From an optimization exercise on the open Yosys and OpenROAD flow, aimed at small area; shortcuts taken in it are not production practice. In this exercise RTL edits were held to simulation tests only and were not proved equivalent to the original.

==> flow/design.v <==
`default_nettype none
package us_pkg;
	localparam int BF_DATA_WIDTH      = 70;   
	localparam int BF_BIT_COUNT_WIDTH = 8;    
	localparam int ACQ_CNT_WIDTH      = 20;   
endpackage
`default_nettype wire
`timescale 1ns/1ps
`default_nettype none
module us_frontend_top (
	input  logic                                 clk,
	input  logic                                 rst_n,
	input  logic                                 bf_spi_start,           
	input  logic                                 bf_tx_en,               
	input  logic [us_pkg::BF_DATA_WIDTH-1:0]      data_in,
	input  logic [us_pkg::BF_BIT_COUNT_WIDTH-1:0] num_of_bit,
	input  logic [us_pkg::ACQ_CNT_WIDTH-1:0]      adc_start_length,
	input  logic [us_pkg::ACQ_CNT_WIDTH-1:0]      adc_init_delay,
	input  logic [us_pkg::ACQ_CNT_WIDTH-1:0]      adc_samples_per_echo,
	input  logic                                 spi_sdi,
	output logic                                 spi_cs_n,
	output logic                                 spi_sck,
	output logic                                 spi_sdo,
	output logic                                 bf_spi_done,
	output logic [us_pkg::BF_DATA_WIDTH-1:0]      rd_data,
	output logic                                 bf_tx_en_pin,           
	output logic                                 fifo_en,                
	output logic                                 fsm_done
);
	localparam int DW = us_pkg::BF_DATA_WIDTH;
	localparam int CW = us_pkg::ACQ_CNT_WIDTH;
	typedef enum logic [1:0] {
		sp_idle = 2'b00,
		sp_dly  = 2'b01,    
		sp_frm  = 2'b11,    
		sp_post = 2'b10     
	} sp_state_t;
	sp_state_t     sp_st;
	logic          sp_d;         
	logic [1:0]    q;            
	logic [6:0]    b;            
	logic [DW-1:0] rx_sr;        
	logic          sp_start;
	logic          wrap;
	logic          b_zero;
	logic          rx_shift;
	logic [DW:0]   tx_ext;       
	assign sp_start = bf_spi_start & ~sp_d & (sp_st == sp_idle);
	assign wrap     = (q == 2'd3);
	assign b_zero   = (b == '0);
	assign rx_shift = (sp_st == sp_frm) & (q == 2'd1) & ~b_zero;
	assign tx_ext   = {data_in, data_in[0]};
	always_ff @(posedge clk or negedge rst_n) begin
		if (!rst_n) begin
			sp_st <= sp_idle;
			sp_d  <= 1'b0;
		end else begin
			sp_d <= bf_spi_start;
			case (sp_st)
				sp_idle: if (sp_start)           sp_st <= sp_dly;
				sp_dly:  if (wrap && b_zero)     sp_st <= sp_frm;
				sp_frm:  if (q == 2'd1 && b_zero) sp_st <= sp_post;
				default: if (wrap)               sp_st <= sp_idle;
			endcase
		end
	end
	always_ff @(posedge clk) begin
		q <= sp_start ? 2'd1 : q + 2'd1;
		if (sp_start)
			b <= 7'd2;
		else if (wrap)
			b <= (sp_st == sp_dly && b_zero) ? num_of_bit[6:0] : b - 7'd1;
		if (sp_st == sp_dly)
			rx_sr <= '0;
		else if (rx_shift)
			rx_sr <= {rx_sr[DW-2:0], spi_sdi};
	end
	assign spi_cs_n    = ~(sp_st == sp_frm);
	assign spi_sck     = (sp_st == sp_frm) & q[1];
	assign spi_sdo     = (sp_st == sp_frm) & tx_ext[b];
	assign bf_spi_done = (sp_st == sp_post) & wrap;
	assign rd_data     = rx_sr;
	logic [2:0]    ac_st;
	logic          ac_d;         
	logic [CW-1:0] c;            
	logic [CW-1:0] c_load;
	logic          c_one;
	logic          ac_adv;
	logic          ac_idle;
	assign c_one   = (c == CW'(1));
	assign ac_idle = ~ac_st[2] & ~ac_st[0];
	always_comb begin
		if (ac_idle)
			ac_adv = bf_tx_en & ~ac_d;
		else if (ac_st[2] & ~ac_st[1])           
			ac_adv = 1'b1;
		else
			ac_adv = c_one;
		if (~ac_st[0])                           
			c_load = CW'(11);
		else if (~ac_st[1])                      
			c_load = adc_start_length;
		else if (~ac_st[2])                      
			c_load = adc_init_delay;
		else                                     
			c_load = adc_samples_per_echo;
	end
	always_ff @(posedge clk or negedge rst_n) begin
		if (!rst_n) begin
			ac_st <= 3'b000;
			ac_d  <= 1'b0;
		end else begin
			ac_d <= bf_tx_en;
			if (ac_adv)
				ac_st <= {ac_st[1:0], ~ac_st[2]};
		end
	end
	always_ff @(posedge clk) begin
		c <= ac_adv ? c_load : c - CW'(1);
	end
	assign bf_tx_en_pin = ac_st[1] & ~ac_st[2];
	assign fifo_en      = ac_st[1] & ~ac_st[0];
	assign fsm_done     = ac_st[2] & ~ac_st[1];
endmodule
`default_nettype wire
clock: 5.0 ns
lec_check: 0
cap_margin: 20
core_margin: 2
core_utilization: 40
cts_buf_list: sky130_fd_sc_hd__clkbuf_8
slew_margin: 20
standard.sh (not shown) runs the stock make flow with config.mk's settings and CLKGATE_MAP_FILE= SYNTH_SCRIPT=/design/flow/synth_recipe.tcl, a recipe that flattens the netlist after the stock synthesis.
==> flow/flow/run.sh <==
#!/bin/bash
# Standard layout, with the smallest buffer on every port.
set -euo pipefail
bash standard.sh BUFFER_PORTS_ARGS="-buffer_cell sky130_fd_sc_hd__buf_1" finish > standard.log 2>&1
Then changed:
==> flow/run.sh (new file) <==
#!/bin/bash
# synth_recipe.tcl (not shown) runs the flow's synth.tcl, then flattens the netlist and writes it again
# the make line also repeats each setting of config.mk as NAME=value (left out here)
make -C /OpenROAD-flow-scripts/flow DESIGN_CONFIG=/design/flow/config.mk WORK_HOME=/design/flow/orfs CLKGATE_MAP_FILE= SYNTH_SCRIPT=/design/flow/synth_recipe.tcl finish
--- a/flow/config.mk
+++ b/flow/config.mk
@@ -10,3 +10,2 @@
 export CORE_UTILIZATION = 40
-export CTS_BUF_LIST = sky130_fd_sc_hd__clkbuf_8
 export SLEW_MARGIN = 20
removed: flow/flow/run.sh
removed: flow/standard.sh
- register-to-register slack gets worse by 350 ps
- setup slack loses 430 ps
- routed wire length went up by about 7%
- cell area grows by 23%

## re-timing with driven ports
The results above use ideal ports. As a check the final layouts listed here were re-extracted and re-timed, cells and wires unchanged.
Step 1 sets driving cells, clkbuf_16 on the clock port and buf_2 on the other inputs (assumed; they add their load-dependent delay and slew).
Step 2, shift: input delay + t, output delay - t, t = (earliest + latest rising clock arrival at the registers) / 2. This alone moves slack from input paths to output paths.
Three values: ideal, step 1, step 2; two values: the first two.
run	t (ns)	slack for setup (ns)	hold slack, ns	worst register clock-pin slew, ns
the first run	0.395	1.274 / 1.243 / 1.571	0.439 / 0.439 / 0.439	0.11 / 0.11
the second run	0.372	0.845 / 0.810 / 0.870	0.433 / 0.433 / 0.433	0.08 / 0.08
After both steps every run listed still meets setup and hold.
